What follows belongs to an exercise in optimizing a design on an open flow for small area; a production flow would make more cautious choices. Only simulation tests tie the RTL to the original design; equivalence was not proved. Power is estimated from default activity; no workload was simulated.

### flow/design.v
package sdhc_pkg;
   parameter int DATA_W = 32;      
   parameter int ADDR_W = 64;      
   parameter int LEN_W  = 16;      
   parameter int BYTES_PER_WORD = DATA_W / 8;
endpackage
`timescale 1ns/1ps
module data_fifo (
   input  logic        CLK,
   input  logic        reset,
   input  logic        push,
   input  logic [31:0] wdata,
   input  logic        pop,
   output logic [31:0] rdata,
   output logic        empty,
   output logic        full
);
   logic [31:0] mem [8];
   logic [2:0]  wr_ptr;
   logic [2:0]  rd_ptr;
   logic        last_push;
   logic        same;
   logic        do_push;
   logic        do_pop;
   assign same    = (wr_ptr == rd_ptr);
   assign empty   = same & ~last_push;
   assign full    = same & last_push;
   assign do_push = push & ~full;      
   assign do_pop  = pop & ~empty;      
   logic [7:0] rd_sel;
   always_comb begin
      for (int i = 0; i < 8; i++) begin
         rd_sel[i] = (rd_ptr == 3'(i));
      end
   end
   for (genvar b = 0; b < 32; b++) begin : g_rd
      logic [7:0] col;
      for (genvar i = 0; i < 8; i++) begin : g_col
         assign col[i] = mem[i][b];
      end
      sel_or #(.N(8)) u_rd (.s(rd_sel), .d(col), .y(rdata[b]));
   end
   always_ff @(posedge CLK) begin
      if (do_push) begin
         mem[wr_ptr] <= wdata;
      end
   end
   always_ff @(posedge CLK) begin
      if (reset) begin
         wr_ptr    <= '0;
         rd_ptr    <= '0;
         last_push <= 1'b0;
      end else begin
         if (do_push) begin
            wr_ptr <= wr_ptr + 1'b1;
         end
         if (do_pop) begin
            rd_ptr <= rd_ptr + 1'b1;
         end
         if (do_push != do_pop) begin
            last_push <= do_push;
         end
      end
   end
endmodule
`timescale 1ns/1ps
module sel_aoi3 (
   input  logic [2:0] s,
   input  logic [2:0] d,
   output logic       y_n
);
   assign y_n = ~|(s & d);
endmodule
module sel_aoi2 (
   input  logic [1:0] s,
   input  logic [1:0] d,
   output logic       y_n
);
   assign y_n = ~|(s & d);
endmodule
module sel_or #(
   parameter int N = 64
) (
   input  logic [N-1:0] s,
   input  logic [N-1:0] d,
   output logic         y
);
   localparam int N3 = N / 3;
   localparam int R  = N % 3;
   localparam int P  = N3 + (R != 0 ? 1 : 0);
   logic [P-1:0] part_n;
   for (genvar g = 0; g < N3; g++) begin : g_aoi
      sel_aoi3 u_aoi (.s(s[3*g +: 3]), .d(d[3*g +: 3]), .y_n(part_n[g]));
   end
   if (R == 2) begin : g_r2
      sel_aoi2 u_aoi (.s(s[N-1 -: 2]), .d(d[N-1 -: 2]), .y_n(part_n[P-1]));
   end else if (R == 1) begin : g_r1
      assign part_n[P-1] = ~(s[N-1] & d[N-1]);
   end
   assign y = ~&part_n;
endmodule
module sys_ram (
   input  logic        CLK,
   input  logic        we,
   input  logic [5:0]  addr,
   input  logic [31:0] wdata,
   output logic [31:0] rdata
);
   logic [31:0] mem [64];
   logic [63:0] sel;
   always_comb begin
      for (int i = 0; i < 64; i++) begin
         sel[i] = (addr == 6'(i));
      end
   end
   for (genvar b = 0; b < 32; b++) begin : g_rd
      logic [63:0] col;
      for (genvar i = 0; i < 64; i++) begin : g_col
         assign col[i] = mem[i][b];
      end
      sel_or #(.N(64)) u_rd (.s(sel), .d(col), .y(rdata[b]));
   end
   always_ff @(posedge CLK) begin
      for (int i = 0; i < 64; i++) begin
         if (we & sel[i]) begin
            mem[i] <= wdata;
         end
      end
   end
endmodule
`timescale 1ns/1ps
module dma_transfer (
   input  logic        CLK,
   input  logic        reset,
   input  logic        start,
   input  logic        direction,      
   input  logic [5:0]  word_init,      
   input  logic [13:0] words,          
   input  logic        empty,
   input  logic        full,
   output logic        done,
   output logic [5:0]  word_addr,
   output logic        fifo_read,
   output logic        fifo_write
);
   logic        dir;
   logic        waiting;      
   logic [13:0] left;
   logic        complete;
   logic        blocked;
   logic        active;
   assign complete   = (left == '0);
   assign blocked    = dir ? full : empty;
   assign active     = ~done & ~waiting;
   assign fifo_read  = active & ~dir & ~empty & ~complete;
   assign fifo_write = active &  dir & ~full  & ~complete;
   always_ff @(posedge CLK) begin
      if (reset) begin
         done <= 1'b1;
      end else if (done) begin
         done <= ~start;
      end else if (active) begin
         done <= complete;
      end
   end
   always_ff @(posedge CLK) begin
      if (done) begin
         dir       <= direction;
         waiting   <= 1'b0;
         left      <= words;
         word_addr <= word_init;
      end else begin
         if (active) begin
            waiting <= ~complete & blocked;
         end else begin
            waiting <= blocked;
         end
         if (fifo_read | fifo_write) begin
            left      <= left - 1'b1;
            word_addr <= word_addr + 1'b1;
         end
      end
   end
endmodule
`timescale 1ns/1ps
module sdhc_dma_top #(
   parameter int FIFO_DEPTH = 8,
   parameter int RAM_WORDS  = 64
) (
   input  logic                         CLK,
   input  logic                         reset,
   input  logic                         start,
   input  logic                         direction,
   input  logic [63:0]                  address_init,
   input  logic [15:0]                  length,
   output logic                         done,
   input  logic                         card_push,
   input  logic [31:0]                  card_wdata,
   input  logic                         card_pop,
   output logic [31:0]                  card_rdata,
   output logic                         card_empty,
   output logic                         card_full,
   input  logic                         host_we,
   input  logic [$clog2(RAM_WORDS)-1:0] host_addr,
   input  logic [31:0]                  host_wdata,
   output logic [31:0]                  host_rdata
);
   logic [5:0]  word_addr;
   logic        fifo_read;
   logic        fifo_write;
   logic [31:0] ram_rdata;
   dma_transfer u_transfer (
      .CLK        (CLK),
      .reset      (reset),
      .start      (start),
      .direction  (direction),
      .word_init  (address_init[7:2]),
      .words      (length[15:2]),
      .empty      (card_empty),
      .full       (card_full),
      .done       (done),
      .word_addr  (word_addr),
      .fifo_read  (fifo_read),
      .fifo_write (fifo_write)
   );
   data_fifo u_fifo (
      .CLK   (CLK),
      .reset (reset),
      .push  (fifo_write | card_push),
      .wdata (fifo_write ? ram_rdata : card_wdata),
      .pop   (fifo_read | card_pop),
      .rdata (card_rdata),
      .empty (card_empty),
      .full  (card_full)
   );
   sys_ram u_ram (
      .CLK   (CLK),
      .we    (done ? host_we : fifo_read),
      .addr  (done ? host_addr : word_addr),
      .wdata (done ? host_wdata : card_rdata),
      .rdata (ram_rdata)
   );
   assign host_rdata = ram_rdata;
endmodule
### flow/constraint.sdc
create_clock -name core_clock -period 10.0 [get_ports {CLK}]
set_input_delay 2.0000 -clock core_clock [delete_from_list [all_inputs] [get_ports {CLK}]]
set_output_delay 2.0000 -clock core_clock [all_outputs]
set_load 0.01 [all_outputs]
### flow/run.sh
#!/bin/bash
# synth_recipe.tcl (not shown) runs the flow's synth.tcl, then flattens the netlist and writes it again
# the make line also repeats each setting of config.mk as NAME=value (left out here)
make -C /OpenROAD-flow-scripts/flow DESIGN_CONFIG=/design/flow/config.mk WORK_HOME=/design/flow/orfs CLKGATE_MAP_FILE= SYNTH_SCRIPT=/design/flow/synth_recipe.tcl finish
### flow/config.mk
export PLATFORM = sky130hd
export DESIGN_NAME = sdhc_dma_top
export DESIGN_NICKNAME = sdhc_dma_top
export VERILOG_FILES = /design/flow/design.v
export SDC_FILE = /design/flow/constraint.sdc
export NUM_CORES = 4
export LEC_CHECK = 0
export CAP_MARGIN = 20
export CELL_PAD_IN_SITES_DETAIL_PLACEMENT = 2
export CELL_PAD_IN_SITES_GLOBAL_PLACEMENT = 2
export CORE_MARGIN = 2
export CORE_UTILIZATION = 30
export PLACE_DENSITY = 0.45
export SLEW_MARGIN = 20
export SYNTH_HIERARCHICAL = 1
==> impl_metrics.env, run 1 <==
export IMPL_root_buffer="clkbuf_16"
export IMPL_powerDensity_nw_per_um2=260
export IMPL_min_path_type="reg2reg"
export IMPL_numCtsBuffers=274
export IMPL_synth_edf_count=2325
export IMPL_io_buffers=163
export IMPL_synth_nets=4012
export IMPL_rsz0062_at_grt="false"
export IMPL_cts_resized_gates=0
export IMPL_grt_max_degree=65
export IMPL_whs_endpoint="u_transfer.waiting$_SDFF_PP0_"
export IMPL_reg2reg_to="u_fifo.mem[2][20]$_DFFE_PP_"
export IMPL_crit_arrival_ns=7.18
export IMPL_peakVddDrop_mv=0.148
export IMPL_antenna_found_initial=19
export IMPL_num_io_pins=224
export IMPL_synth_flop_cell="edfxtp_1"
export IMPL_cp_common_cell="clkdlybuf4s50_1"
export IMPL_clk_latency_ns=0.85
export IMPL_drc=0
export IMPL_path_clk_slew_ns=0.05
export IMPL_grt_pass1_wl_um=409000
export IMPL_drive_gt1_share_pct=19.4
export IMPL_initial_core_util_pct=30.2
export IMPL_synth_async_reset_ratio_pct=0
export IMPL_synth_seq_cells=2334
export IMPL_synth_top_area_share_pct=84.6
export IMPL_tightest_slew_ns=1.18
export IMPL_worstRegToRegCells=10
export IMPL_grt_total_usage_pct=21.0
export IMPL_cp_slowest_stage_delay_ns=1.04
export IMPL_layout_setup_ws_ns=0.824
export IMPL_critical_path_cell_chain="clkdlybuf4s50_1 > mux2_2 > or4b_1 > nor2_4 > a222oi_1 > nand4_1 > nor4_2 > nand2_1 > clkdlybuf4s50_1"
export IMPL_startpoint_type="input port"
export IMPL_finalCritPeriodShare_pct=91.8
export IMPL_yosysSeqAreaShare_pct=84.8
export IMPL_netlist_area_um2=82500
export IMPL_status="complete, no violations"
export IMPL_critPathSlowestCell="nor4_2"
export IMPL_r2r_start="u_transfer.done$_SDFF_PP1_"
export IMPL_cts_tree="done"
export IMPL_finalHoldViolations=0
export IMPL_syn_to_final_growth_pct=21.1
export IMPL_cts_sink_count=2334
export IMPL_h_tree_depth=5
export IMPL_skew_ns=0.0514
export IMPL_avgSynthCellArea_um2=21.5
export IMPL_final_setup_viol_count=0
export IMPL_finalSetupTns_ns=0
export IMPL_p_comb_share_pct=17.4
export IMPL_hold_depth=2
export IMPL_vias=46400
export IMPL_routabilityCongestion=0.751
export IMPL_slew_violations=0
export IMPL_grt_pass1_vias=48300
export IMPL_critPathBufInv=2
export IMPL_cp_required_ns=8.00
export IMPL_intPower_mw=18.6
export IMPL_p_sw_share_pct=28.7
export IMPL_gr_total_overflow=0
export IMPL_synth_area_leaders="edfxtp_1 85%, a222oi_1 8.9%, nand4_1 0.98%"
export IMPL_postCtsSetupRepairBufs=0
export IMPL_power_leakage_nw=30.6
export IMPL_vias_per_cell=5.58
export IMPL_power_mw=26.0
export IMPL_core_area_um2=274000
export IMPL_dr_pass1_iters=7
export IMPL_syn_inst=3846
export IMPL_cts_path_max_buffers=4
export IMPL_end_kind="output port"
export IMPL_row_count=192
export IMPL_critPathMaxFanout=23
export IMPL_drt_iter0_markers=6643
export IMPL_hpwl_um=173000
export IMPL_wl_per_cell_um=35.8
export IMPL_maxCapViolCount=0
export IMPL_finalNetCount=4682
export IMPL_ant_nets=0
export IMPL_max_slew_margin_pct=20.9
export IMPL_fmax_mhz=109
export IMPL_path_delay_family="simple AND/OR/NAND/NOR gates"
export IMPL_seqPwrFrac_pct=46.7
export IMPL_yosys_area_top_type="edfxtp_1"
export IMPL_cts_hold_fix_buffers=0
export IMPL_chipWidth_um=528
export IMPL_ys_warnings_count=10
export IMPL_dieArea_um2=279000
export IMPL_hp_start="u_transfer.waiting$_SDFF_PP0_"
export IMPL_critical_path_class="in2out"
export IMPL_drt_wl_total_um=298000
export IMPL_p_switching_mw=7.46
export IMPL_whs_ns=0.498
export IMPL_synthDistinctLibCells=56
export IMPL_reg2reg_setup_slack_ns=4.15
export IMPL_period_minus_slack_ns=9.18
export IMPL_fp_dieH_um=528
export IMPL_pwr_share_clk_pct=35.9
export IMPL_pre_cts_slack_ns=0.788
## worst max path at each step
stage | startpoint | end | slack [ns] | depth (start not counted)
after global placement | host_addr[1] | host_rdata[11] | 0.77 | 9
after global routing | host_addr[2] | host_rdata[11] | 0.79 | 9
after detailed placement | host_addr[1] | host_rdata[11] | 0.79 | 9
final | host_addr[0] | host_rdata[11] | 0.82 | 9
after floorplan | host_addr[0] | host_rdata[0] | 3.37 | 8
after CTS | host_addr[0] | host_rdata[11] | 0.77 | 9
## power groups by stage
stage          clock network (mW)  registers, mW  logic [mW]
3_5_place_dp                    0           12.4        4.61
3_3_place_gp                    0           12.3        4.52
5_1_grt                      9.93           12.2        4.75
4_1_cts                      9.59           12.1        4.63
6_report                     9.34           12.2        4.53
2_1_floorplan                   0           12.3        1.62
## cells in the final DEF (no fill, tap or decap), types with 7 or more instances in the layout
cell	Yosys	routed
mux2_2	66	66
nor4_1	38	16
mux2_4	12	12
ha_1	9	7
clkinv_1	0	61
a22oi_2	32	32
nand2_1	87	86
nor4_2	4	25
nand3_1	69	68
clkdlybuf4s50_1	0	163
buf_4	3	271
a211oi_1	33	32
nor2_1	123	10
diode_2	0	11
clkinv_2	0	33
xnor2_1	12	12
clkbuf_1	19	67
inv_1	9	9
nand4_1	129	129
edfxtp_1	2325	2325
clkbuf_16	0	283
nor2_4	0	129
bufinv_16	0	10
xor2_1	8	8
dfxtp_1	9	8
a222oi_1	736	736
o21ai_0	12	12
## final cells by class
| type | instances | area [um2] |
|---|---|---|
| fillers | 26100 | 174000 |
| flip-flops and latches | 2334 | 70000 |
| multi-input cells | 1457 | 13400 |
| clock buffers | 350 | 7330 |
| well taps | 3589 | 4490 |
| repair buffers | 440 | 3790 |
| clock inverters | 118 | 855 |
| inverters | 9 | 33.8 |
| diodes | 11 | 27.5 |
## state kept, by name, indices dropped and copies added, names as in the netlist
| name | flops |
|---|---|
| u_transfer.word_addr | 6 |
| u_transfer.done | 1 |
| u_transfer.waiting | 1 |
| u_fifo.mem | 256 |
| u_ram.mem | 2048 |
| u_fifo.wr_ptr | 3 |
| u_transfer.dir | 1 |
| u_transfer.left | 14 |
| u_fifo.rd_ptr | 3 |
| u_fifo.last_push | 1 |
## cells by family after synthesis
| family | synth area share (%) |
|---|---|
| AOI/OAI and AO/OA | 9.94 |
| xor gates and xnor gates | 0.232 |
| adders and majority gates | 0.136 |
| buffers and inverters | 0.379 |
| DFF | 84.8 |
| muxes | 1.16 |
| and+or+nand+nor | 3.33 |
## layer usage
layer,vias up,GRT usage (%),wire length (um)
met5,-,0,49
met4,6,5.19,7360
met3,353,2.41,15200
met2,1446,33.8,140000
met1,25400,30.1,135000
li1,19200,-,-
## modules after synthesis (local to each module, per instance), a selection
module | copies in the design | cells inside | area (um2) | flops+latches
sys_ram | 1 | 2227 | 62400 | 2048
data_fifo | 1 | 333 | 8360 | 263
dma_transfer | 1 | 117 | 1290 | 23
sdhc_dma_top | 1 | 81 | 930 | 0
sel_aoi2 | 32 | 1 | 12.5 | 0
sel_aoi3 | 736 | 1 | 10.0 | 0
## stage by stage
step	std cells	instance area (um2)	util, %
after floorplan	3846	82500	-
after global placement	7828	91700	33.5
after detailed placement	7829	91700	33.5
after CTS	8297	99900	36.5
after global routing	8298	99900	36.5
final	8308	99900	36.5
## worst register-to-register path: stages, from the launching register on
cell and delay [ns]:
dfxtp_4 0.51, buf_4 0.41, mux2_2 0.58, nand2_2 0.64
nor2_4 0.38, buf_4 0.32, a222oi_1 0.38, nand4_1 0.39
nor4_2 0.94, nand2_1 0.49, mux2_2 0.53
## cell usage after synthesis, drive strengths merged, types with 19 or more instances
| library cell | count |
|---|---|
| a211oi | 33 |
| edfxtp | 2325 |
| a222oi | 736 |
| nand3 | 69 |
| nor4 | 43 |
| nand4 | 129 |
| a22oi | 32 |
| nor2 | 139 |
| clkbuf | 19 |
| mux2 | 78 |
| nand2 | 87 |
| buf | 27 |
==> inputs of run 2 (changes only) <==
==> flow/config.mk (replaced) <==
export PLATFORM = sky130hd
export DESIGN_NAME = sdhc_dma_top
export DESIGN_NICKNAME = sdhc_dma_top
export VERILOG_FILES = /design/flow/design.v
export SDC_FILE = /design/flow/constraint.sdc
export NUM_CORES = 4
export LEC_CHECK = 0
export CAP_MARGIN = 20
export CELL_PAD_IN_SITES_DETAIL_PLACEMENT = 1
export CELL_PAD_IN_SITES_GLOBAL_PLACEMENT = 1
export CORE_MARGIN = 2
export CORE_UTILIZATION = 60
export PLACE_DENSITY = 0.7
export SLEW_MARGIN = 20
export SYNTH_HIERARCHICAL = 1
==> run 2 against run 1 <==
- clock power decreased by 12%
- count of clock-buffer cells in the layout decreased by 84
- worst setup slack worse by 0.29 ns
- global-route usage is 16 points higher
- routed wire length decreased by 13%
- largest cell class unchanged
==> impl_metrics.env, run 2 <==
export IMPL_slew_violations=0
export IMPL_grt_pass1_vias=48400
export IMPL_wl_per_cell_um=40.6
export IMPL_path_clk_slew_ns=0.06
export IMPL_yosys_cell_count_top_type="edfxtp_1"
export IMPL_final_common_cell="edfxtp_1"
export IMPL_routabilityCongestion=0.858
export IMPL_tightest_slew_ns=1.20
export IMPL_use_met1_pct=50.8
export IMPL_end_kind="output port"
export IMPL_root_buffer="clkbuf_16"
export IMPL_critPathMaxFanout=19
export IMPL_powerDensity_nw_per_um2=256
export IMPL_num_io_pins=224
export IMPL_gr_total_overflow=0
export IMPL_r2r_start="u_transfer.done$_SDFF_PP1_"
export IMPL_cts_path_max_buffers=3
export IMPL_top_regs="u_ram.mem (2048), u_fifo.mem (256), u_transfer.left (14)"
export IMPL_reg2reg_setup_slack_ns=4.28
export IMPL_min_path_type="reg2reg"
export IMPL_cts_sink_count=2334
export IMPL_grt_total_usage_pct=36.7
export IMPL_cts_resized_gates=0
export IMPL_synth_async_reset_ratio_pct=0
export IMPL_hold_depth=2
export IMPL_cts_hold_fix_buffers=0
export IMPL_core_area_um2=137000
export IMPL_postCtsSetupRepairBufs=0
export IMPL_syn_inst=3846
export IMPL_row_count=136
export IMPL_drive_gt1_share_pct=17.4
export IMPL_reg2reg_to="u_fifo.mem[4][6]$_DFFE_PP_"
export IMPL_initial_core_util_pct=60.2
export IMPL_synth_top_area_share_pct=84.6
export IMPL_hp_start="u_transfer.waiting$_SDFF_PP0_"
export IMPL_fp_dieH_um=375
export IMPL_grt_max_degree=67
export IMPL_largest_register_ffs=2048
export IMPL_max_slew_margin_pct=19.1
export IMPL_drt_iter0_markers=10900
export IMPL_final_cell_mix="2325 x edfxtp_1, 736 x a222oi_1, 223 x clkbuf_16"
export IMPL_antenna_found_initial=15
export IMPL_synth_nets=4012
export IMPL_period_minus_slack_ns=9.47
export IMPL_synth_flop_cell="edfxtp_1"
export IMPL_hpwl_um=145000
export IMPL_h_tree_depth=4
export IMPL_power_leakage_nw=29.7
export IMPL_vias_per_cell=7.50
export IMPL_fin_area_um2=95800
export IMPL_whs_endpoint="u_transfer.waiting$_SDFF_PP0_"
export IMPL_crit_arrival_ns=7.47
export IMPL_critical_path_class="in2out"
export IMPL_worstRegToRegCells=9
export IMPL_startpoint_type="input port"
export IMPL_fmax_mhz=106
export IMPL_netlist_area_um2=82500
export IMPL_yosysSeqAreaShare_pct=84.8
export IMPL_vias=47800
export IMPL_syn_to_final_growth_pct=16.1
export IMPL_synth_area_leaders="edfxtp_1 85%, a222oi_1 8.9%, nand4_1 0.98%"
export IMPL_placed_cell_area_um2=88600
export IMPL_final_fill_count=10600
export IMPL_rsz0062_at_grt="false"
export IMPL_status="complete, no violations"
export IMPL_grt_pass1_wl_um=360000
export IMPL_ant_nets=0
export IMPL_peakVddDrop_mv=0.180
export IMPL_dieArea_um2=141000
export IMPL_io_buffers=163
export IMPL_synth_seq_cells=2334
export IMPL_grt_use_met3_pct=6.62
export IMPL_synth_edf_count=2325
export IMPL_skew_ns=0.0272
export IMPL_yosys_top_cells_count="2325 x edfxtp_1, 736 x a222oi_1, 129 x nand4_1"
export IMPL_dr_pass1_iters=10
export IMPL_yosys_area_top_type="edfxtp_1"
export IMPL_clk_latency_ns=0.85
export IMPL_finalNetCount=4565
export IMPL_grt_util_met2_pct=58.1
export IMPL_avgSynthCellArea_um2=21.5
export IMPL_synthDistinctLibCells=56
export IMPL_ys_warnings_count=10
export IMPL_grt_busiest_layer="met2"
export IMPL_numCtsBuffers=220
export IMPL_regMostFlops="u_ram.mem"
export IMPL_finalHoldViolations=0
export IMPL_placed_cells=5961
export IMPL_final_cells=6377
export IMPL_drc=0
export IMPL_chipWidth_um=375
export IMPL_finalSetupTns_ns=0
export IMPL_cts_tree="done"
export IMPL_drt_wl_total_um=259000
export IMPL_whs_ns=0.517
export IMPL_maxCapViolCount=0
export IMPL_cp_required_ns=8.00
export IMPL_final_setup_viol_count=0
export IMPL_finalCritPeriodShare_pct=94.7
run 2: cell types whose count changed in the layout (fill, tap and decap cells not counted), moves of 3 or more:
cell,change
nor4_1,+8
clkbuf_16,-60
nor2_4,-58
clkbuf_1,-24
buf_4,-77
buf_12,+11
nor2_2,+58
nor4_2,-7
nor2b_4,-3
clkinv_2,+6
diode_2,-9
nor2b_2,+3
bufinv_16,+13
buf_16,+3
run 2: modules after synthesis, one instance, submodules excluded, a selection:
module,flip-flops and latches,copies in the design,cells,area [um2]
sel_aoi3,0,736,1,10.0
dma_transfer,23,1,117,1290
data_fifo,263,1,333,8360
sys_ram,2048,1,2227,62400
sdhc_dma_top,0,1,81,930
sel_aoi2,0,32,1,12.5
run 2: where the power goes:
part	total, mW	internal [mW]	switching, mW
Sequential	12.2	12.0	0.131
Combinational	4.20	1.06	3.14
Clock	8.18	4.66	3.52
Total	24.5	17.7	6.79
run 2: critical path: stages:
cell and delay [ns]:
clkdlybuf4s50_1 0.46, mux2_2 0.41, nand2b_1 0.91, nor2_2 0.41, buf_4 0.37, a222oi_1 0.40
nand4_1 0.39, nor4_2 1.06, nand2_1 0.41, clkdlybuf4s50_1 0.60
run 2: per-layer routing:
metal / part of all wire (%) / routed length [um]
met5: 0.0050 / 13
met4: 4.4 / 11300
met3: 12 / 30600
met2: 48 / 124000
met1: 36 / 92900
run 2: cell type report:
cell class / count / area, um2 / area share [%]
Tap cell: 1794 / 2240 / 2.34
Inverter: 9 / 33.8 / 0.0353
Multi-Input combinational cell: 1457 / 13000 / 13.6
Timing Repair Buffer: 377 / 3510 / 3.66
Clock buffer: 266 / 5740 / 5.99
Antenna cell: 2 / 5.00 / 0.00522
Clock inverter: 138 / 1260 / 1.32
Sequential cell: 2334 / 70000 / 73.1
run 2: worst max path at each step:
stage	cells after the start	slack, ns	to	from
global route	10	0.66	host_rdata[12]	host_addr[5]
finish	10	0.53	host_rdata[6]	host_addr[5]
global placement	10	0.90	host_rdata[6]	host_addr[5]
CTS	10	0.79	host_rdata[6]	host_addr[5]
detailed placement	10	0.78	host_rdata[24]	host_addr[5]
floorplan	8	3.37	host_rdata[0]	host_addr[0]
run 2: cell families (layout without fill, tap and decap cells):
kind of cell | Yosys count | after routing | share of synthesized area (%)
xor+xnor | 21 | 21 | 0.232
fa+ha+maj | 9 | 9 | 0.136
buf+inv | 55 | 790 | 0.379
simple gates | 518 | 518 | 3.33
compound gates | 828 | 828 | 9.94
other cells | 0 | 2 | 0
mux | 81 | 81 | 1.16
flops | 2334 | 2334 | 84.8
run 2: per-stage QoR:
| stage | utilization [%] | setup WS, ns | power (mW) |
|---|---|---|---|
| 4_1_cts | 69.8 | 0.792 | 24.5 |
| 6_report | 69.9 | 0.531 | 24.5 |
| 5_1_grt | 69.9 | 0.661 | 25.0 |
| 3_5_place_dp | 64.6 | 0.779 | 16.4 |
| 2_1_floorplan | - | 3.37 | 13.9 |
| 3_3_place_gp | 64.5 | 0.901 | 16.2 |
==> inputs of run 3 (changes only) <==
--- a/flow/config.mk
+++ b/flow/config.mk
@@ -5,11 +5,12 @@
 export SDC_FILE = /design/flow/constraint.sdc
 export NUM_CORES = 4
 export LEC_CHECK = 0
-export CAP_MARGIN = 20
+export CAP_MARGIN = 0
 export CELL_PAD_IN_SITES_DETAIL_PLACEMENT = 1
 export CELL_PAD_IN_SITES_GLOBAL_PLACEMENT = 1
 export CORE_MARGIN = 2
 export CORE_UTILIZATION = 60
+export CTS_BUF_LIST = sky130_fd_sc_hd__clkbuf_4 sky130_fd_sc_hd__clkbuf_8
 export PLACE_DENSITY = 0.7
-export SLEW_MARGIN = 20
+export SLEW_MARGIN = 0
 export SYNTH_HIERARCHICAL = 1
==> run 3 against run 2 <==
- cell area down 0.59%
- clock power down 4.9%
- register-to-register slack worse by 0.12 ns
- flip-flop and latch count unchanged
- sequential power about the same
- count of clock-buffer cells in the layout up 218
- clock skew up 0.023 ns
- first-iteration DRC count down 2.9%
- combinational power about the same
- non-clock buffer count down 20
- largest cell class unchanged
- largest power group unchanged
- highest routed layer unchanged
==> impl_metrics.env, run 3 <==
export IMPL_finalSetupTns_ns=0
export IMPL_whs_endpoint="u_transfer.waiting$_SDFF_PP0_"
export IMPL_vias=48100
export IMPL_fin_area_um2=95200
export IMPL_avgSynthCellArea_um2=21.5
export IMPL_max_slew_margin_pct=10.6
export IMPL_regArea_um2=70000
export IMPL_synthDistinctLibCells=56
export IMPL_chipWidth_um=375
export IMPL_synth_async_reset_ratio_pct=0
export IMPL_hold_depth=2
export IMPL_synth_area_leaders="edfxtp_1 85%, a222oi_1 8.9%, nand4_1 0.98%"
export IMPL_initial_core_util_pct=60.2
export IMPL_skew_ns=0.0501
export IMPL_status="complete, no violations"
export IMPL_numCtsBuffers=369
export IMPL_drt_wl_total_um=258000
export IMPL_reg2reg_to="u_fifo.mem[6][24]$_DFFE_PP_"
export IMPL_grt_pass1_vias=49700
export IMPL_yosys_cell_count_top_type="edfxtp_1"
export IMPL_path_clk_slew_ns=0.06
export IMPL_grt_max_degree=67
export IMPL_synth_edf_count=2325
export IMPL_slew_violations=0
export IMPL_row_count=136
export IMPL_synth_nets=4012
export IMPL_io_buffers=163
export IMPL_min_path_type="reg2reg"
export IMPL_routabilityCongestion=0.858
export IMPL_syn_inst=3846
export IMPL_drive_gt1_share_pct=21.2
export IMPL_netlist_area_um2=82500
export IMPL_grt_pass1_wl_um=361000
export IMPL_reg2reg_setup_slack_ns=4.16
export IMPL_largest_register_ffs=2048
export IMPL_r2r_start="u_transfer.done$_SDFF_PP1_"
export IMPL_rsz0062_at_grt="false"
export IMPL_final_setup_viol_count=0
export IMPL_worstRegToRegCells=8
export IMPL_final_cell_mix="2325 x edfxtp_1, 736 x a222oi_1, 379 x clkbuf_8"
export IMPL_finalCritPeriodShare_pct=95.5
export IMPL_core_area_um2=137000
export IMPL_grt_total_usage_pct=36.7
export IMPL_placed_cell_area_um2=88300
export IMPL_finalHoldViolations=0
export IMPL_dieArea_um2=141000
export IMPL_gr_total_overflow=0
export IMPL_powerDensity_nw_per_um2=253
export IMPL_synth_seq_cells=2334
export IMPL_fmax_mhz=105
export IMPL_vias_per_cell=7.32
export IMPL_yosysSeqAreaShare_pct=84.8
export IMPL_synth_flop_cell="edfxtp_1"
export IMPL_ys_warnings_count=10
export IMPL_yosys_area_top_type="edfxtp_1"
export IMPL_cts_resized_gates=0
export IMPL_fp_dieH_um=375
export IMPL_end_kind="output port"
export IMPL_cts_sink_count=2334
export IMPL_peakVddDrop_mv=0.188
export IMPL_cts_hold_fix_buffers=0
export IMPL_root_buffer="clkbuf_8"
export IMPL_power_leakage_nw=29.8
export IMPL_h_tree_depth=5
export IMPL_final_common_cell="edfxtp_1"
export IMPL_regMostFlops="u_ram.mem"
export IMPL_antenna_found_initial=16
export IMPL_syn_to_final_growth_pct=15.4
export IMPL_clk_latency_ns=1.05
export IMPL_multi_input_area_um2=13000
export IMPL_wl_per_cell_um=39.3
export IMPL_top_regs="u_ram.mem (2048), u_fifo.mem (256), u_transfer.left (14)"
export IMPL_final_fill_count=10800
export IMPL_dr_pass1_iters=10
export IMPL_finalNetCount=4694
export IMPL_ant_nets=0
export IMPL_hpwl_um=143000
export IMPL_num_io_pins=224
export IMPL_cp_required_ns=8.00
export IMPL_cts_path_max_buffers=4
export IMPL_critPathMaxFanout=19
export IMPL_drt_iter0_markers=10600
export IMPL_hp_start="u_transfer.waiting$_SDFF_PP0_"
export IMPL_cts_tree="done"
export IMPL_tightest_slew_ns=1.34
export IMPL_synth_top_area_share_pct=84.6
export IMPL_crit_arrival_ns=7.55
export IMPL_postCtsSetupRepairBufs=0
export IMPL_yosys_top_cells_count="2325 x edfxtp_1, 736 x a222oi_1, 129 x nand4_1"
export IMPL_maxCapViolCount=0
export IMPL_period_minus_slack_ns=9.55
export IMPL_critical_path_class="in2out"
export IMPL_startpoint_type="input port"
export IMPL_drc=0
## run 3: area by class of cell
cell class                 instances  share of cell area (%)
inverter                           9                  0.0355
tap                             1794                    2.36
antenna                            6                  0.0158
timing repair buffer             357                    3.24
sequential                      2334                    73.5
multi-input combinational       1457                    13.6
clock inverter                   135                   0.917
clock buffer                     484                    6.30
## run 3: cells by family after synthesis
logic type | share of synthesized area [%]
buf+inv | 0.379
mux | 1.16
simple gates | 3.33
xor+xnor | 0.232
fa+ha+maj | 0.136
flops | 84.8
compound gates | 9.94
## run 3: modules after synthesis, one instance, submodules excluded, excerpt
module,copies in the design,cell area (um2)
sys_ram,1,62400
data_fifo,1,8360
dma_transfer,1,1290
sdhc_dma_top,1,930
sel_aoi2,32,12.5
sel_aoi3,736,10.0
## run 3: worst max-delay path, stage by stage
cell             delay, ns
clkdlybuf4s50_1       0.41
mux2_2                0.44
nand2_1               0.83
nor2_2                0.45
a222oi_1              0.61
nand4_1               0.51
nor4_1                1.15
nand2_1               0.49
clkdlybuf4s50_1       0.61
## run 3: where the power goes
| group | internal (mW) | total (mW) | switching [mW] |
|---|---|---|---|
| Clock | 4.18 | 7.78 | 3.60 |
| Sequential | 12.0 | 12.2 | 0.130 |
| Combinational | 1.05 | 4.19 | 3.13 |
| Total | 17.3 | 24.1 | 6.86 |
## run 3: worst max-delay path by stage
stage / start / to / slack (ns) / cells after the start
after global placement: host_addr[5] / host_rdata[6] / 0.90 / 10
after CTS: host_addr[5] / host_rdata[24] / 0.75 / 9
after detailed placement: host_addr[5] / host_rdata[24] / 0.82 / 9
after global routing: host_addr[5] / host_rdata[12] / 0.66 / 10
final: host_addr[5] / host_rdata[24] / 0.45 / 9
after floorplan: host_addr[0] / host_rdata[0] / 3.37 / 8
## run 3: per-stage QoR
stage / power (mW) / utilization (%) / setup WS [ns] / instances / hold slack (ns)
2_1_floorplan: 13.9 / - / 3.37 / 3846 / 0.454
3_3_place_gp: 16.2 / 64.5 / 0.901 / 5951 / 0.467
3_5_place_dp: 16.4 / 64.5 / 0.820 / 5951 / 0.498
4_1_cts: 24.1 / 69.5 / 0.752 / 6570 / 0.544
5_1_grt: 24.7 / 69.5 / 0.665 / 6572 / 0.583
6_report: 24.1 / 69.5 / 0.454 / 6576 / 0.542
## run 3: layer usage
metal | GRT usage, % | wire length, um
met2 | 56.4 | 120000
met1 | 50.0 | 93300
met3 | 9.22 | 32300
met5 | 0 | 36
met4 | 17.3 | 12200
==> inputs of run 4 (changes only) <==
==> flow/flow/run.sh (new file) <==
#!/bin/bash
# Standard layout, but the port buffers use the smallest buffer cell
# instead of the one buffer_ports picks by default.
export BUFFER_PORTS_ARGS="-buffer_cell sky130_fd_sc_hd__buf_1"
bash standard.sh > standard.log 2>&1
==> flow/standard.sh (new file) <==
#!/bin/bash
# synth_recipe.tcl (not shown) runs the flow's synth.tcl, then flattens the netlist and writes it again
# the make line also repeats each setting of config.mk as NAME=value (left out here)
make -C /OpenROAD-flow-scripts/flow DESIGN_CONFIG=/design/flow/config.mk WORK_HOME=/design/flow/orfs CLKGATE_MAP_FILE= SYNTH_SCRIPT=/design/flow/synth_recipe.tcl "${@:-finish}"
--- a/flow/config.mk
+++ b/flow/config.mk
@@ -10,7 +10,9 @@
 export CELL_PAD_IN_SITES_GLOBAL_PLACEMENT = 1
 export CORE_MARGIN = 2
 export CORE_UTILIZATION = 60
-export CTS_BUF_LIST = sky130_fd_sc_hd__clkbuf_4 sky130_fd_sc_hd__clkbuf_8
+export CTS_BUF_LIST = sky130_fd_sc_hd__clkbuf_16
+export CTS_CLUSTER_DIAMETER = 100
+export CTS_CLUSTER_SIZE = 30
 export PLACE_DENSITY = 0.7
 export SLEW_MARGIN = 0
 export SYNTH_HIERARCHICAL = 1
removed: flow/run.sh
==> run 4 against run 3 <==
- non-clock buffer count down 6
- critical path depth up 1
- via count down 3.9%
- first-iteration DRC count down 3.8%
- die area unchanged
- worst setup slack better by 0.70 ns
- combinational power down 8.1%
- register-to-register slack better by 0.11 ns
- final cell count down 8.0%
- global-route usage down 1.4 points
- count of clock-buffer cells in the layout down 395
- highest routed layer unchanged
==> impl_metrics.env, run 4 <==
export IMPL_status="complete, no violations"
export IMPL_largest_register_ffs=2048
export IMPL_finalHoldViolations=0
export IMPL_wl_met2_um=118000
export IMPL_p_switching_mw=6.00
export IMPL_cts_sink_count=2334
export IMPL_critPathMaxFanout=18
export IMPL_intPower_mw=14.4
export IMPL_critical_path_class="in2out"
export IMPL_synth_top_area_share_pct=84.6
export IMPL_root_buffer="clkbuf_16"
export IMPL_crit_arrival_ns=6.85
export IMPL_cp_slowest_stage_delay_ns=1.06
export IMPL_cts_resized_gates=0
export IMPL_antenna_found_initial=17
export IMPL_path_clk_slew_ns=0.10
export IMPL_final_setup_viol_count=0
export IMPL_p_sw_share_pct=29.4
export IMPL_drc=0
export IMPL_initial_core_util_pct=60.2
export IMPL_fp_dieH_um=375
export IMPL_grt_max_degree=67
export IMPL_peakVddDrop_mv=0.238
export IMPL_io_buffers=163
export IMPL_layout_setup_ws_ns=1.15
export IMPL_dr_pass1_iters=9
export IMPL_powerDensity_nw_per_um2=227
export IMPL_maxCapViolCount=0
export IMPL_synth_async_reset_ratio_pct=0
export IMPL_final_common_cell="edfxtp_1"
export IMPL_finalNetCount=4407
export IMPL_yosysSeqAreaShare_pct=84.8
export IMPL_fmax_mhz=113
export IMPL_power_mw=20.4
export IMPL_avgSynthCellArea_um2=21.5
export IMPL_slew_violations=0
export IMPL_whs_ns=0.518
export IMPL_top_layer_used="met5"
export IMPL_vias_per_cell=7.64
export IMPL_netlist_area_um2=82500
export IMPL_core_area_um2=137000
export IMPL_end_kind="output port"
export IMPL_critPathSlowestCell="nor4_1"
export IMPL_seqPwrFrac_pct=59.5
export IMPL_hpwl_um=143000
export IMPL_routabilityCongestion=0.843
export IMPL_power_leakage_nw=26.8
export IMPL_met3_length_um=28800
export IMPL_rsz0062_at_grt="false"
export IMPL_syn_to_final_growth_pct=8.96
export IMPL_synthDistinctLibCells=56
export IMPL_yosys_top_cells_count="2325 x edfxtp_1, 736 x a222oi_1, 129 x nand4_1"
export IMPL_dieArea_um2=141000
export IMPL_ant_nets=0
export IMPL_wl_per_cell_um=41.2
export IMPL_wl_met1_um=91600
export IMPL_skew_ns=0.0319
export IMPL_yosys_area_top_type="edfxtp_1"
export IMPL_chipWidth_um=375
export IMPL_max_slew_margin_pct=16.1
export IMPL_placed_cell_area_um2=87500
export IMPL_syn_inst=3846
export IMPL_row_count=136
export IMPL_synth_flop_cell="edfxtp_1"
export IMPL_cp_common_cell="buf_1"
export IMPL_clk_latency_ns=0.77
export IMPL_synth_area_leaders="edfxtp_1 85%, a222oi_1 8.9%, nand4_1 0.98%"
export IMPL_startpoint_type="input port"
export IMPL_p_comb_share_pct=18.9
export IMPL_postCtsSetupRepairBufs=0
export IMPL_top_regs="u_ram.mem (2048), u_fifo.mem (256), u_transfer.left (14)"
export IMPL_grt_pass1_wl_um=347000
export IMPL_synth_seq_cells=2334
export IMPL_synth_nets=4012
export IMPL_numCtsBuffers=88
export IMPL_min_path_type="reg2reg"
export IMPL_cts_path_max_buffers=3
export IMPL_num_io_pins=224
export IMPL_period_minus_slack_ns=8.85
export IMPL_vias=46200
export IMPL_tightest_slew_ns=1.26
export IMPL_drive_gt1_share_pct=13.4
export IMPL_h_tree_depth=3
export IMPL_cts_tree="done"
export IMPL_gr_total_overflow=0
export IMPL_drt_wl_total_um=249000
export IMPL_fin_area_um2=89900
export IMPL_finalSetupTns_ns=0
export IMPL_grt_pass1_vias=46200
export IMPL_ys_warnings_count=10
export IMPL_final_cell_mix="2325 x edfxtp_1, 736 x a222oi_1, 188 x buf_4"
export IMPL_pwr_share_clk_pct=21.6
export IMPL_finalCritPeriodShare_pct=88.5
export IMPL_yosys_cell_count_top_type="edfxtp_1"
export IMPL_cp_required_ns=8.00
export IMPL_drt_iter0_markers=10200
export IMPL_pre_cts_slack_ns=1.34
export IMPL_critical_path_cell_chain="buf_1 > mux2_2 > nand2b_2 > nor2_4 > buf_4 > a222oi_1 > nand4_1 > nor4_1 > nand2_1 > buf_1"
export IMPL_synth_edf_count=2325
export IMPL_cts_hold_fix_buffers=0
export IMPL_grt_total_usage_pct=35.3
export IMPL_regMostFlops="u_ram.mem"
[run 4: Yosys stat by module, one instance, submodules excluded, a selection]
module / cells / flops+latches / area, um2
data_fifo: 333 / 263 / 8360
dma_transfer: 117 / 23 / 1290
sdhc_dma_top: 81 / 0 / 930
sel_aoi2: 1 / 0 / 12.5
sel_aoi3: 1 / 0 / 10.0
sys_ram: 2227 / 2048 / 62400
[run 4: area by class of cell]
cell class / instances / area, um2
clock inverter: 8 / 125
tap: 1794 / 2240
multi-input combinational: 1457 / 13200
inverter: 9 / 33.8
antenna: 8 / 20.0
timing repair buffer: 351 / 2020
clock buffer: 89 / 2230
fill: 10900 / 47100
sequential: 2334 / 70000
[run 4: per-layer routing]
| layer | up-vias | track usage [%] |
|---|---|---|
| met2 | 3211 | 56.1 |
| li1 | 18400 | - |
| met5 | - | 0 |
| met3 | 399 | 5.42 |
| met1 | 24300 | 50.1 |
| met4 | 14 | 13.8 |
[run 4: final timing paths]
check | from | to | slack, ns | cells after the start
max | host_addr[4] | host_rdata[29] | 1.15 | 10
min | u_transfer.waiting$_SDFF_PP0_ | u_transfer.waiting$_SDFF_PP0_ | 0.52 | 2
min reg2reg | u_transfer.waiting$_SDFF_PP0_ | u_transfer.waiting$_SDFF_PP0_ | 0.52 | 2
max reg2reg | u_transfer.done$_SDFF_PP1_ | u_fifo.mem[4][29]$_DFFE_PP_ | 4.27 | 9
[run 4: through the flow]
step | cells | utilization, %
global placement | 5945 | 63.9
global route | 6044 | 65.6
CTS | 6042 | 65.6
detailed placement | 5945 | 63.9
floorplan | 3846 | -
finish | 6050 | 65.6
[run 4: kinds of logic after synthesis]
kind of cell	share of synthesized area [%]
buf+inv	0.379
compound gates	9.94
simple gates	3.33
xor+xnor	0.232
fa+ha+maj	0.136
mux	1.16
flops	84.8
[run 4: critical path: cells and delay by family]
| kind | cells | cell delay [ns] |
|---|---|---|
| AO/OA/AOI/OAI | 1 | 0.47 |
| buffers and inverters | 3 | 0.70 |
| multiplexers | 1 | 0.43 |
| AND/OR/NAND/NOR | 5 | 3.20 |
[run 4: power groups by stage]
stage | combinational (mW) | sequential [mW] | clock [mW]
2_1_floorplan | 1.62 | 12.3 | 0
3_3_place_gp | 3.62 | 12.3 | 0
3_5_place_dp | 3.76 | 12.3 | 0
4_1_cts | 3.77 | 12.1 | 4.44
5_1_grt | 3.94 | 12.2 | 4.70
6_report | 3.85 | 12.1 | 4.41
==> inputs of run 5 (changes only) <==
--- a/flow/config.mk
+++ b/flow/config.mk
@@ -10,9 +10,9 @@
 export CELL_PAD_IN_SITES_GLOBAL_PLACEMENT = 1
 export CORE_MARGIN = 2
 export CORE_UTILIZATION = 60
-export CTS_BUF_LIST = sky130_fd_sc_hd__clkbuf_16
-export CTS_CLUSTER_DIAMETER = 100
-export CTS_CLUSTER_SIZE = 30
+export CTS_BUF_LIST = sky130_fd_sc_hd__clkbuf_8
+export CTS_CLUSTER_DIAMETER = 60
+export CTS_CLUSTER_SIZE = 18
 export PLACE_DENSITY = 0.7
 export SLEW_MARGIN = 0
 export SYNTH_HIERARCHICAL = 1
==> run 5 against run 4 <==
- still clean on timing, DRC and antenna
- fmax increased by 1.2%
- via count up 0.98%
- clock skew rose by 0.010 ns
- total power grew 1.4%
- sequential power barely moved
- synthesized cell count stayed put
- die area unchanged
- critical path type unchanged
- largest power group unchanged
==> impl_metrics.env, run 5 <==
export IMPL_critical_path_class="in2out"
export IMPL_cts_resized_gates=0
export IMPL_ys_warnings_count=10
export IMPL_cts_sink_count=2334
export IMPL_max_slew_margin_pct=14.2
export IMPL_r2r_start="u_transfer.done$_SDFF_PP1_"
export IMPL_tightest_slew_ns=1.28
export IMPL_crit_arrival_ns=6.75
export IMPL_num_io_pins=224
export IMPL_wl_per_cell_um=40.7
export IMPL_grt_pass1_wl_um=349000
export IMPL_reg2reg_setup_slack_ns=4.30
export IMPL_startpoint_type="input port"
export IMPL_vias=46700
export IMPL_slew_violations=0
export IMPL_worstRegToRegCells=9
export IMPL_yosysSeqAreaShare_pct=84.8
export IMPL_min_path_type="reg2reg"
export IMPL_h_tree_depth=4
export IMPL_vias_per_cell=7.56
export IMPL_final_cell_mix="2325 x edfxtp_1, 736 x a222oi_1, 188 x buf_4"
export IMPL_netlist_area_um2=82500
export IMPL_drc=0
export IMPL_critPathMaxFanout=18
export IMPL_yosys_top_cells_count="2325 x edfxtp_1, 736 x a222oi_1, 129 x nand4_1"
export IMPL_yosys_area_top_type="edfxtp_1"
export IMPL_syn_inst=3846
export IMPL_reg2reg_to="u_fifo.mem[6][12]$_DFFE_PP_"
export IMPL_synthDistinctLibCells=56
export IMPL_period_minus_slack_ns=8.75
export IMPL_status="complete, no violations"
export IMPL_rsz0062_at_grt="false"
export IMPL_syn_to_final_growth_pct=9.55
export IMPL_skew_ns=0.0419
export IMPL_io_buffers=163
export IMPL_path_clk_slew_ns=0.10
export IMPL_hold_depth=2
export IMPL_fmax_mhz=114
export IMPL_finalNetCount=4478
export IMPL_synth_area_leaders="edfxtp_1 85%, a222oi_1 8.9%, nand4_1 0.98%"
export IMPL_dieArea_um2=141000
export IMPL_yosys_cell_count_top_type="edfxtp_1"
export IMPL_power_leakage_nw=27.1
export IMPL_dr_pass1_iters=10
export IMPL_hp_start="u_transfer.waiting$_SDFF_PP0_"
export IMPL_finalCritPeriodShare_pct=87.5
export IMPL_postCtsSetupRepairBufs=0
export IMPL_chipWidth_um=375
export IMPL_end_kind="output port"
export IMPL_cts_path_max_buffers=3
export IMPL_synth_flop_cell="edfxtp_1"
export IMPL_synth_top_area_share_pct=84.6
export IMPL_initial_core_util_pct=60.2
export IMPL_clk_latency_ns=0.95
export IMPL_routabilityCongestion=0.843
export IMPL_drt_wl_total_um=251000
export IMPL_numCtsBuffers=159
export IMPL_antenna_found_initial=19
export IMPL_top_regs="u_ram.mem (2048), u_fifo.mem (256), u_transfer.left (14)"
export IMPL_final_setup_viol_count=0
export IMPL_regMostFlops="u_ram.mem"
export IMPL_layout_setup_ws_ns=1.25
export IMPL_largest_register_ffs=2048
export IMPL_synth_async_reset_ratio_pct=0
export IMPL_drt_iter0_markers=10100
export IMPL_cts_hold_fix_buffers=0
export IMPL_final_common_cell="edfxtp_1"
export IMPL_drive_gt1_share_pct=15.5
export IMPL_whs_endpoint="u_transfer.waiting$_SDFF_PP0_"
export IMPL_grt_max_degree=67
export IMPL_synth_nets=4012
export IMPL_finalHoldViolations=0
export IMPL_finalSetupTns_ns=0
export IMPL_gr_total_overflow=0
export IMPL_maxCapViolCount=0
export IMPL_grt_pass1_vias=46700
export IMPL_cts_tree="done"
export IMPL_pre_cts_slack_ns=1.34
export IMPL_ant_nets=0
export IMPL_row_count=136
export IMPL_synth_seq_cells=2334
export IMPL_synth_edf_count=2325
export IMPL_fp_dieH_um=375
export IMPL_cp_required_ns=8.00
export IMPL_peakVddDrop_mv=0.180
export IMPL_core_area_um2=137000
export IMPL_grt_total_usage_pct=35.6
export IMPL_root_buffer="clkbuf_8"
export IMPL_powerDensity_nw_per_um2=229
export IMPL_avgSynthCellArea_um2=21.5
export IMPL_hpwl_um=143000
==> run 5: worst max-delay path, cell delays in order <==
cell and delay [ns]:
buf_1 0.12, mux2_2 0.42, nand2b_2 0.80, nor2_4 0.34, buf_4 0.33, a222oi_1 0.45, nand4_1 0.48, nor4_1 1.03
nand2_1 0.49, buf_1 0.24
==> run 5: final cells by class <==
cell class	count	area [um2]
Antenna cell	10	25.0
Clock buffer	167	2300
Clock inverter	56	536
Fill cell	11000	46600
Inverter	9	33.8
Multi-Input combinational cell	1457	13200
Sequential cell	2334	70000
Tap cell	1794	2240
Timing Repair Buffer	351	2020
==> run 5: Yosys stat by module (local to each module, per instance), excerpt <==
module | cells inside | area, um2 | copies in the design
sel_aoi2 | 1 | 12.5 | 32
sdhc_dma_top | 81 | 930 | 1
sys_ram | 2227 | 62400 | 1
data_fifo | 333 | 8360 | 1
dma_transfer | 117 | 1290 | 1
sel_aoi3 | 1 | 10.0 | 736
==> run 5: how the worst max path moves through the flow <==
stage            startpoint              to  slack, ns  cells past startpoint
6_report       host_addr[4]  host_rdata[29]       1.25                     10
5_1_grt        host_addr[4]  host_rdata[29]       1.36                     10
4_1_cts        host_addr[4]  host_rdata[29]       1.33                     10
3_5_place_dp   host_addr[4]  host_rdata[29]       1.34                     10
3_3_place_gp   host_addr[4]  host_rdata[29]       1.53                     10
2_1_floorplan  host_addr[0]   host_rdata[0]       3.37                      8
==> run 5: cell families (layout without fill, tap and decap cells) <==
group | count (synthesis) | in the layout | share of synthesized area [%]
compound gates | 828 | 828 | 9.94
xor+xnor | 21 | 21 | 0.232
fa+ha+maj | 9 | 9 | 0.136
buf+inv | 55 | 583 | 0.379
flops | 2334 | 2334 | 84.8
mux | 81 | 81 | 1.16
other cells | 0 | 10 | 0
simple gates | 518 | 518 | 3.33
==> run 5: through the flow <==
stage / hold slack, ns / instance area (um2) / util [%] / cells / power (mW)
detailed placement: 0.474 / 87500 / 63.9 / 5945 / 16.1
global placement: 0.470 / 87500 / 63.9 / 5945 / 15.9
global route: 0.522 / 90400 / 66.0 / 6173 / 21.1
floorplan: 0.454 / 82500 / - / 3846 / 13.9
finish: 0.492 / 90400 / 66.0 / 6178 / 20.7
CTS: 0.493 / 90400 / 66.0 / 6168 / 20.6
==> run 5: power by group <==
| group | switching (mW) | leakage (nW) | internal (mW) |
|---|---|---|---|
| logic | 3.11 | 4.59 | 0.751 |
| registers | 0.120 | 21.1 | 12.0 |
| clock network | 2.95 | 1.46 | 1.74 |
| total | 6.17 | 27.1 | 14.5 |
==> run 5: metal layers <==
layer,vias up,share of wire (%),GRT usage [%]
met1,24300,37,50.3
met4,16,4.3,14.4
met2,3366,47,56.1
met5,-,0.043,0
li1,18500,-,-
met3,468,11,6.19
==> inputs of run 6 (changes only) <==
--- a/flow/design.v
+++ b/flow/design.v
@@ -5,6 +5,13 @@
    parameter int BYTES_PER_WORD = DATA_W / 8;
 endpackage
 `timescale 1ns/1ps
+module fifo_rd_bit (
+   input  logic [7:0] s,
+   input  logic [7:0] d,
+   output logic       y
+);
+   assign y = |(s & d);
+endmodule
 module data_fifo (
    input  logic        CLK,
    input  logic        reset,
@@ -38,7 +45,7 @@
       for (genvar i = 0; i < 8; i++) begin : g_col
          assign col[i] = mem[i][b];
       end
-      sel_or #(.N(8)) u_rd (.s(rd_sel), .d(col), .y(rdata[b]));
+      fifo_rd_bit u_rd (.s(rd_sel), .d(col), .y(rdata[b]));
    end
    always_ff @(posedge CLK) begin
       if (do_push) begin
--- a/flow/config.mk
+++ b/flow/config.mk
@@ -10,9 +10,9 @@
 export CELL_PAD_IN_SITES_GLOBAL_PLACEMENT = 1
 export CORE_MARGIN = 2
 export CORE_UTILIZATION = 60
-export CTS_BUF_LIST = sky130_fd_sc_hd__clkbuf_8
-export CTS_CLUSTER_DIAMETER = 60
-export CTS_CLUSTER_SIZE = 18
+export CTS_BUF_LIST = sky130_fd_sc_hd__clkbuf_16
+export CTS_CLUSTER_DIAMETER = 80
+export CTS_CLUSTER_SIZE = 28
 export PLACE_DENSITY = 0.7
 export SLEW_MARGIN = 0
 export SYNTH_HIERARCHICAL = 1
==> run 6 against run 5 <==
- still clean on timing, DRC and antenna
- clock power grew 4%
- clock skew shrank 0.0082 ns
- worst setup slack gained 0.12 ns
- critical path depth is the same
- combinational power is essentially flat
- critical path type unchanged
- critical endpoint is now host_rdata[13]
- largest power group unchanged
==> impl_metrics.env, run 6 <==
export IMPL_status="complete, no violations"
export IMPL_end_kind="output port"
export IMPL_h_tree_depth=3
export IMPL_top_regs="u_ram.mem (2048), u_fifo.mem (256), u_transfer.left (14)"
export IMPL_dr_pass1_iters=11
export IMPL_largest_register_ffs=2048
export IMPL_root_buffer="clkbuf_16"
export IMPL_final_cell_mix="2325 x edfxtp_1, 672 x a222oi_1, 173 x buf_4"
export IMPL_netlist_area_um2=82500
export IMPL_yosys_top_cells_count="2325 x edfxtp_1, 672 x a222oi_1, 161 x nand4_1"
export IMPL_startpoint_type="input port"
export IMPL_finalCritPeriodShare_pct=86.3
export IMPL_slew_violations=0
export IMPL_wl_per_cell_um=40.9
export IMPL_path_delay_family="simple AND/OR/NAND/NOR gates"
export IMPL_skew_ns=0.0337
export IMPL_max_slew_margin_pct=14.1
export IMPL_placed_cells=5962
export IMPL_critical_path_class="in2out"
export IMPL_synth_async_reset_ratio_pct=0
export IMPL_synth_flop_cell="edfxtp_1"
export IMPL_finalNetCount=4436
export IMPL_powerDensity_nw_per_um2=231
export IMPL_fmax_mhz=116
export IMPL_grt_max_degree=65
export IMPL_initial_core_util_pct=60.2
export IMPL_final_common_cell="edfxtp_1"
export IMPL_num_io_pins=224
export IMPL_tightest_slew_ns=1.29
export IMPL_chipWidth_um=375
export IMPL_cp_slowest_stage_delay_ns=1.07
export IMPL_yosysSeqAreaShare_pct=84.9
export IMPL_critPathMaxFanout=18
export IMPL_syn_to_final_growth_pct=9.55
export IMPL_grt_pass1_vias=46600
export IMPL_rsz0062_at_grt="false"
export IMPL_synth_area_leaders="edfxtp_1 85%, a222oi_1 8.2%, nand4_1 1.2%"
export IMPL_io_buffers=163
export IMPL_grt_pass1_wl_um=350000
export IMPL_antenna_found_initial=16
export IMPL_dieArea_um2=140000
export IMPL_avgSynthCellArea_um2=21.3
export IMPL_drc=0
export IMPL_synth_nets=4044
export IMPL_ys_warnings_count=10
export IMPL_vias_per_cell=7.60
export IMPL_final_cells=6111
export IMPL_placed_cell_area_um2=87400
export IMPL_clk_latency_ns=0.78
export IMPL_synth_seq_cells=2334
export IMPL_fp_dieH_um=375
export IMPL_drt_iter0_markers=9713
export IMPL_drive_gt1_share_pct=12.9
export IMPL_synth_top_area_share_pct=84.6
export IMPL_path_clk_slew_ns=0.09
export IMPL_cp_common_cell="buf_1"
export IMPL_fin_area_um2=90400
export IMPL_cp_required_ns=8.00
export IMPL_routabilityCongestion=0.803
export IMPL_power_leakage_nw=27.0
export IMPL_cts_tree="done"
export IMPL_yosys_area_top_type="edfxtp_1"
export IMPL_grt_total_usage_pct=35.5
export IMPL_final_util_pct=66.0
export IMPL_synth_edf_count=2325
export IMPL_critPathSlowestCell="nor4_2"
export IMPL_period_minus_slack_ns=8.63
export IMPL_critical_path_cell_chain="buf_1 > mux2_2 > nand2b_2 > nor2_4 > buf_4 > a222oi_1 > nand4_1 > nor4_2 > nand2_1 > buf_1"
export IMPL_gr_total_overflow=0
export IMPL_ant_nets=0
export IMPL_postCtsSetupRepairBufs=0
export IMPL_hpwl_um=143000
export IMPL_finalHoldViolations=0
export IMPL_maxCapViolCount=0
export IMPL_vias=46500
export IMPL_syn_inst=3878
export IMPL_cts_hold_fix_buffers=0
export IMPL_cts_path_max_buffers=3
export IMPL_cts_resized_gates=0
export IMPL_crit_arrival_ns=6.63
export IMPL_final_setup_viol_count=0
export IMPL_cts_sink_count=2334
export IMPL_regMostFlops="u_ram.mem"
export IMPL_yosys_cell_count_top_type="edfxtp_1"
export IMPL_critPathBufInv=3
export IMPL_min_path_type="reg2reg"
export IMPL_core_area_um2=137000
export IMPL_finalSetupTns_ns=0
export IMPL_synthDistinctLibCells=56
export IMPL_row_count=136
export IMPL_numCtsBuffers=100
export IMPL_peakVddDrop_mv=0.211
export IMPL_drt_wl_total_um=250000
[run 6: changes by cell type after synthesis]
cell      change
a22oi_1     +128
a222oi_1     -64
a22oi_2      -32
nand3_1      -32
nand4_1      +32
[run 6: path summary, 6_finish.rpt]
path / from / to / slack [ns] / cells after the start
setup reg to reg: u_transfer.done$_SDFF_PP1_ / u_fifo.mem[6][13]$_DFFE_PP_ / 4.40 / 9
setup / recovery: host_addr[4] / host_rdata[13] / 1.37 / 10
hold / removal: u_transfer.waiting$_SDFF_PP0_ / u_transfer.waiting$_SDFF_PP0_ / 0.49 / 2
hold reg to reg: u_transfer.waiting$_SDFF_PP0_ / u_transfer.waiting$_SDFF_PP0_ / 0.49 / 2
[run 6: logic make-up (layout without fill, tap and decap cells)]
group / Yosys count / in the layout / synth area share [%]
mux: 81 / 81 / 1.16
buf+inv: 55 / 487 / 0.379
other cells: 0 / 7 / 0
xor+xnor: 21 / 21 / 0.232
fa+ha+maj: 9 / 9 / 0.137
compound gates: 860 / 860 / 9.85
simple gates: 518 / 518 / 3.38
flops: 2334 / 2334 / 84.9
[run 6: per-layer routing]
metal	global-route usage, %	share of wire, %
met1	50.6	37
met2	54.8	47
met3	6.63	12
met4	14.9	4.6
met5	0	0.018
[run 6: per-module statistics from Yosys (local to each module, per instance), excerpt]
module | copies in the design | cells | flops+latches
dma_transfer | 1 | 117 | 23
data_fifo | 1 | 333 | 263
fifo_rd_bit | 32 | 5 | 0
sdhc_dma_top | 1 | 81 | 0
sel_aoi3 | 672 | 1 | 0
sys_ram | 1 | 2227 | 2048
[run 6: through the flow]
step,hold slack (ns),power [mW],setup slack (ns)
floorplan,0.454,13.9,3.37
global placement,0.469,15.9,1.72
detailed placement,0.470,16.1,1.55
CTS,0.488,20.8,1.51
global route,0.546,21.3,1.47
finish,0.491,20.9,1.37
[run 6: cell type report]
cell class	count	area, um2
fillers	10900	46600
diodes	7	17.5
multi-input cells	1489	13200
flip-flops and latches	2334	70000
inverters	9	33.8
clock buffers	100	2500
clock inverters	42	448
well taps	1794	2240
repair buffers	336	1910
[run 6: power breakdown]
| group | switching [mW] | total, mW | internal (mW) | leakage [nW] |
|---|---|---|---|---|
| Sequential | 0.123 | 12.1 | 12.0 | 21.1 |
| Clock | 2.95 | 4.88 | 1.93 | 1.45 |
| Combinational | 3.11 | 3.85 | 0.748 | 4.51 |
[run 6: worst register-to-register path: stages (launching register included)]
cell      delay [ns]
dfxtp_4         0.49
mux2_2          0.54
nand2b_2        0.73
nor2_4          0.27
buf_4           0.33
a222oi_1        0.52
nand4_1         0.60
nor4_2          1.07
nand2_1         0.35
mux2_2          0.45
==> inputs of run 7 (changes only) <==
--- a/flow/config.mk
+++ b/flow/config.mk
@@ -9,10 +9,10 @@
 export CELL_PAD_IN_SITES_DETAIL_PLACEMENT = 1
 export CELL_PAD_IN_SITES_GLOBAL_PLACEMENT = 1
 export CORE_MARGIN = 2
-export CORE_UTILIZATION = 60
+export CORE_UTILIZATION = 65
 export CTS_BUF_LIST = sky130_fd_sc_hd__clkbuf_16
 export CTS_CLUSTER_DIAMETER = 80
 export CTS_CLUSTER_SIZE = 28
-export PLACE_DENSITY = 0.7
+export PLACE_DENSITY = 0.75
 export SLEW_MARGIN = 0
 export SYNTH_HIERARCHICAL = 1
==> run 7 against run 6 <==
- non-clock buffer count increased by 26
- clock skew fell by 0.0051 ns
- sequential share of layout area grew 0.31 points
- total power is 0.46% lower
- fmax shrank 0.87%
- flip-flop and latch count unchanged
- clock power is 2% lower
- first-iteration DRC count rose by 19%
- combinational power about the same
- global-route usage up 3.2 points
- sequential power is essentially flat
==> impl_metrics.env, run 7 <==
export IMPL_chipWidth_um=360
export IMPL_vias_per_cell=7.95
export IMPL_cts_hold_fix_buffers=0
export IMPL_critical_path_cell_chain="buf_1 > mux2_2 > or4b_1 > nor2_2 > buf_4 > a222oi_1 > nand4_1 > nor4_1 > nand2_1 > buf_1"
export IMPL_clk_latency_ns=0.77
export IMPL_regMostFlops="u_ram.mem"
export IMPL_ys_warnings_count=10
export IMPL_cts_sink_count=2334
export IMPL_rsz0062_at_grt="false"
export IMPL_synth_nets=4044
export IMPL_dieArea_um2=130000
export IMPL_fmax_mhz=115
export IMPL_row_count=130
export IMPL_initial_core_util_pct=65.6
export IMPL_p_switching_mw=6.08
export IMPL_max_slew_margin_pct=9.20
export IMPL_drc=0
export IMPL_powerDensity_nw_per_um2=231
export IMPL_dr_pass1_iters=13
export IMPL_yosys_cell_count_top_type="edfxtp_1"
export IMPL_drive_gt1_share_pct=13.1
export IMPL_hold_depth=2
export IMPL_grt_max_degree=76
export IMPL_final_cell_mix="2325 x edfxtp_1, 672 x a222oi_1, 199 x buf_4"
export IMPL_pre_cts_slack_ns=1.58
export IMPL_io_buffers=163
export IMPL_drt_iter0_markers=11500
export IMPL_layout_setup_ws_ns=1.30
export IMPL_numCtsBuffers=98
export IMPL_finalCritPeriodShare_pct=87.0
export IMPL_synth_area_leaders="edfxtp_1 85%, a222oi_1 8.2%, nand4_1 1.2%"
export IMPL_final_setup_viol_count=0
export IMPL_min_path_type="reg2reg"
export IMPL_final_common_cell="edfxtp_1"
export IMPL_path_delay_family="simple AND/OR/NAND/NOR gates"
export IMPL_finalHoldViolations=0
export IMPL_crit_arrival_ns=6.70
export IMPL_tightest_slew_ns=1.35
export IMPL_reg2reg_setup_slack_ns=4.48
export IMPL_finalSetupTns_ns=0
export IMPL_h_tree_depth=3
export IMPL_hp_start="u_transfer.waiting$_SDFF_PP0_"
export IMPL_r2r_start="u_transfer.done$_SDFF_PP1_"
export IMPL_syn_to_final_growth_pct=9.11
export IMPL_cts_path_max_buffers=3
export IMPL_gr_total_overflow=0
export IMPL_final_cells=5983
export IMPL_top_regs="u_ram.mem (2048), u_fifo.mem (256), u_transfer.left (14)"
export IMPL_p_comb_share_pct=18.5
export IMPL_whs_endpoint="u_transfer.waiting$_SDFF_PP0_"
export IMPL_yosysSeqAreaShare_pct=84.9
export IMPL_hpwl_um=141000
export IMPL_intPower_mw=14.7
export IMPL_status="complete, no violations"
export IMPL_postCtsSetupRepairBufs=0
export IMPL_end_kind="output port"
export IMPL_ant_nets=0
export IMPL_antenna_found_initial=17
export IMPL_avgSynthCellArea_um2=21.3
export IMPL_largest_register_ffs=2048
export IMPL_core_area_um2=126000
export IMPL_fp_dieH_um=360
export IMPL_pwr_share_clk_pct=23.0
export IMPL_yosys_area_top_type="edfxtp_1"
export IMPL_grt_pass1_vias=47500
export IMPL_synth_top_area_share_pct=84.6
export IMPL_cp_required_ns=8.00
export IMPL_worstRegToRegCells=9
export IMPL_critPathMaxFanout=32
export IMPL_reg2reg_to="u_fifo.mem[4][22]$_DFFE_PP_"
export IMPL_maxCapViolCount=0
export IMPL_yosys_top_cells_count="2325 x edfxtp_1, 672 x a222oi_1, 161 x nand4_1"
export IMPL_syn_inst=3878
export IMPL_synthDistinctLibCells=56
export IMPL_placed_cells=5844
export IMPL_power_mw=20.8
export IMPL_startpoint_type="input port"
export IMPL_period_minus_slack_ns=8.70
export IMPL_num_io_pins=224
export IMPL_path_clk_slew_ns=0.10
export IMPL_synth_async_reset_ratio_pct=0
export IMPL_grt_total_usage_pct=38.7
export IMPL_cts_tree="done"
export IMPL_critPathSlowestCell="nor4_1"
export IMPL_cp_slowest_stage_delay_ns=0.92
export IMPL_synth_flop_cell="edfxtp_1"
export IMPL_root_buffer="clkbuf_16"
export IMPL_grt_pass1_wl_um=352000
export IMPL_seqPwrFrac_pct=58.4
export IMPL_critical_path_class="in2out"
export IMPL_wl_per_cell_um=42.2
export IMPL_drt_wl_total_um=252000
export IMPL_skew_ns=0.0286
export IMPL_critPathBufInv=3
export IMPL_netlist_area_um2=82500
export IMPL_peakVddDrop_mv=0.217
export IMPL_p_sw_share_pct=29.2
export IMPL_power_leakage_nw=27.1
export IMPL_cts_resized_gates=0
export IMPL_synth_edf_count=2325
export IMPL_finalNetCount=4460
export IMPL_slew_violations=0
export IMPL_routabilityCongestion=0.862
export IMPL_synth_seq_cells=2334
export IMPL_vias=47500
export IMPL_cp_common_cell="buf_1"
run 7: cell counts after synthesis:
No cell type changed its count.
run 7: logic make-up after synthesis:
| logic type | after synthesis | share of synthesized area (%) |
|---|---|---|
| mux | 81 | 1.16 |
| xor+xnor | 21 | 0.232 |
| fa+ha+maj | 9 | 0.137 |
| compound gates | 860 | 9.85 |
| buf+inv | 55 | 0.379 |
| simple gates | 518 | 3.38 |
| flops | 2334 | 84.9 |
run 7: through the flow:
stage	hold slack [ns]	cell area [um2]	util [%]
2_1_floorplan	0.454	82500	-
3_3_place_gp	0.469	87100	69.3
3_5_place_dp	0.500	87100	69.3
4_1_cts	0.517	90000	71.6
5_1_grt	0.568	90000	71.6
6_report	0.510	90000	71.6
run 7: area by class of cell:
cell class | instances | area (um2)
diodes | 6 | 15.0
repair buffers | 362 | 2110
fillers | 9735 | 35700
well taps | 1650 | 2060
inverters | 9 | 33.8
flip-flops and latches | 2334 | 70000
multi-input cells | 1489 | 12900
clock inverters | 34 | 389
clock buffers | 99 | 2480
run 7: power groups by stage:
stage / clock (mW) / combinational, mW / sequential (mW)
2_1_floorplan: 0 / 1.62 / 12.3
3_3_place_gp: 0 / 3.49 / 12.3
3_5_place_dp: 0 / 3.71 / 12.4
4_1_cts: 4.80 / 3.72 / 12.1
5_1_grt: 5.05 / 3.93 / 12.2
6_report: 4.79 / 3.85 / 12.1
run 7: metal layers:
layer  routed length (um)  vias up  share of wire [%]  global-route usage (%)
met5                   63        -              0.025                       0
met4                14400       10                5.7                    19.3
met3                33600      626                 13                    8.29
met2               118000     4145                 47                    59.6
met1                86600    24300                 34                    53.3
li1                     -    18500                  -                       -
run 7: worst min-delay path, stage by stage (launching register included):
cell	delay (ns)
dfxtp_1	0.33
inv_1	0.07
a211oi_1	0.06
run 7: worst max-delay path by stage:
| stage | startpoint | end | depth (start not counted) |
|---|---|---|---|
| finish | host_addr[2] | host_rdata[23] | 10 |
| global route | host_addr[3] | host_rdata[23] | 10 |
| CTS | host_addr[3] | host_rdata[23] | 10 |
| detailed placement | host_addr[3] | host_rdata[23] | 10 |
| global placement | host_addr[2] | host_rdata[29] | 10 |
| floorplan | host_addr[0] | host_rdata[0] | 8 |
run 7: Yosys stat by module (local to each module, per instance), a selection:
module	cell area [um2]	flip-flops and latches	cells	times used
fifo_rd_bit	36.3	0	5	32
sdhc_dma_top	930	0	81	1
sys_ram	62400	2048	2227	1
sel_aoi3	10.0	0	1	672
dma_transfer	1290	23	117	1
data_fifo	8360	263	333	1

## afterwards: timing with drivers on the ports
Ports are ideal in the flow. The routed layouts listed here were re-timed in OpenROAD. Step 1 assumes that a clkbuf_16 drives the clock port and a buf_2 every other input. Step 2 times the ports against the registers' clock, not the clock port: input delays grow and output delays shrink by t, the midpoint of the rising clock arrivals with the driver on. Three values: no drivers, after step 1, after step 2; two values: the first two.
run	t, ns	slack for setup (ns)
run 1	0.925	0.824 / 0.787 / 0.787
run 2	0.920	0.531 / 0.457 / 0.457
run 3	1.103	0.454 / 0.395 / 0.395
run 4	0.826	1.151 / 1.122 / 1.122
run 5	1.006	1.255 / 1.226 / 1.226
run 6	0.841	1.375 / 1.326 / 1.326
run 7	0.837	1.299 / 1.259 / 1.259
After both steps every run listed still meets setup and hold.
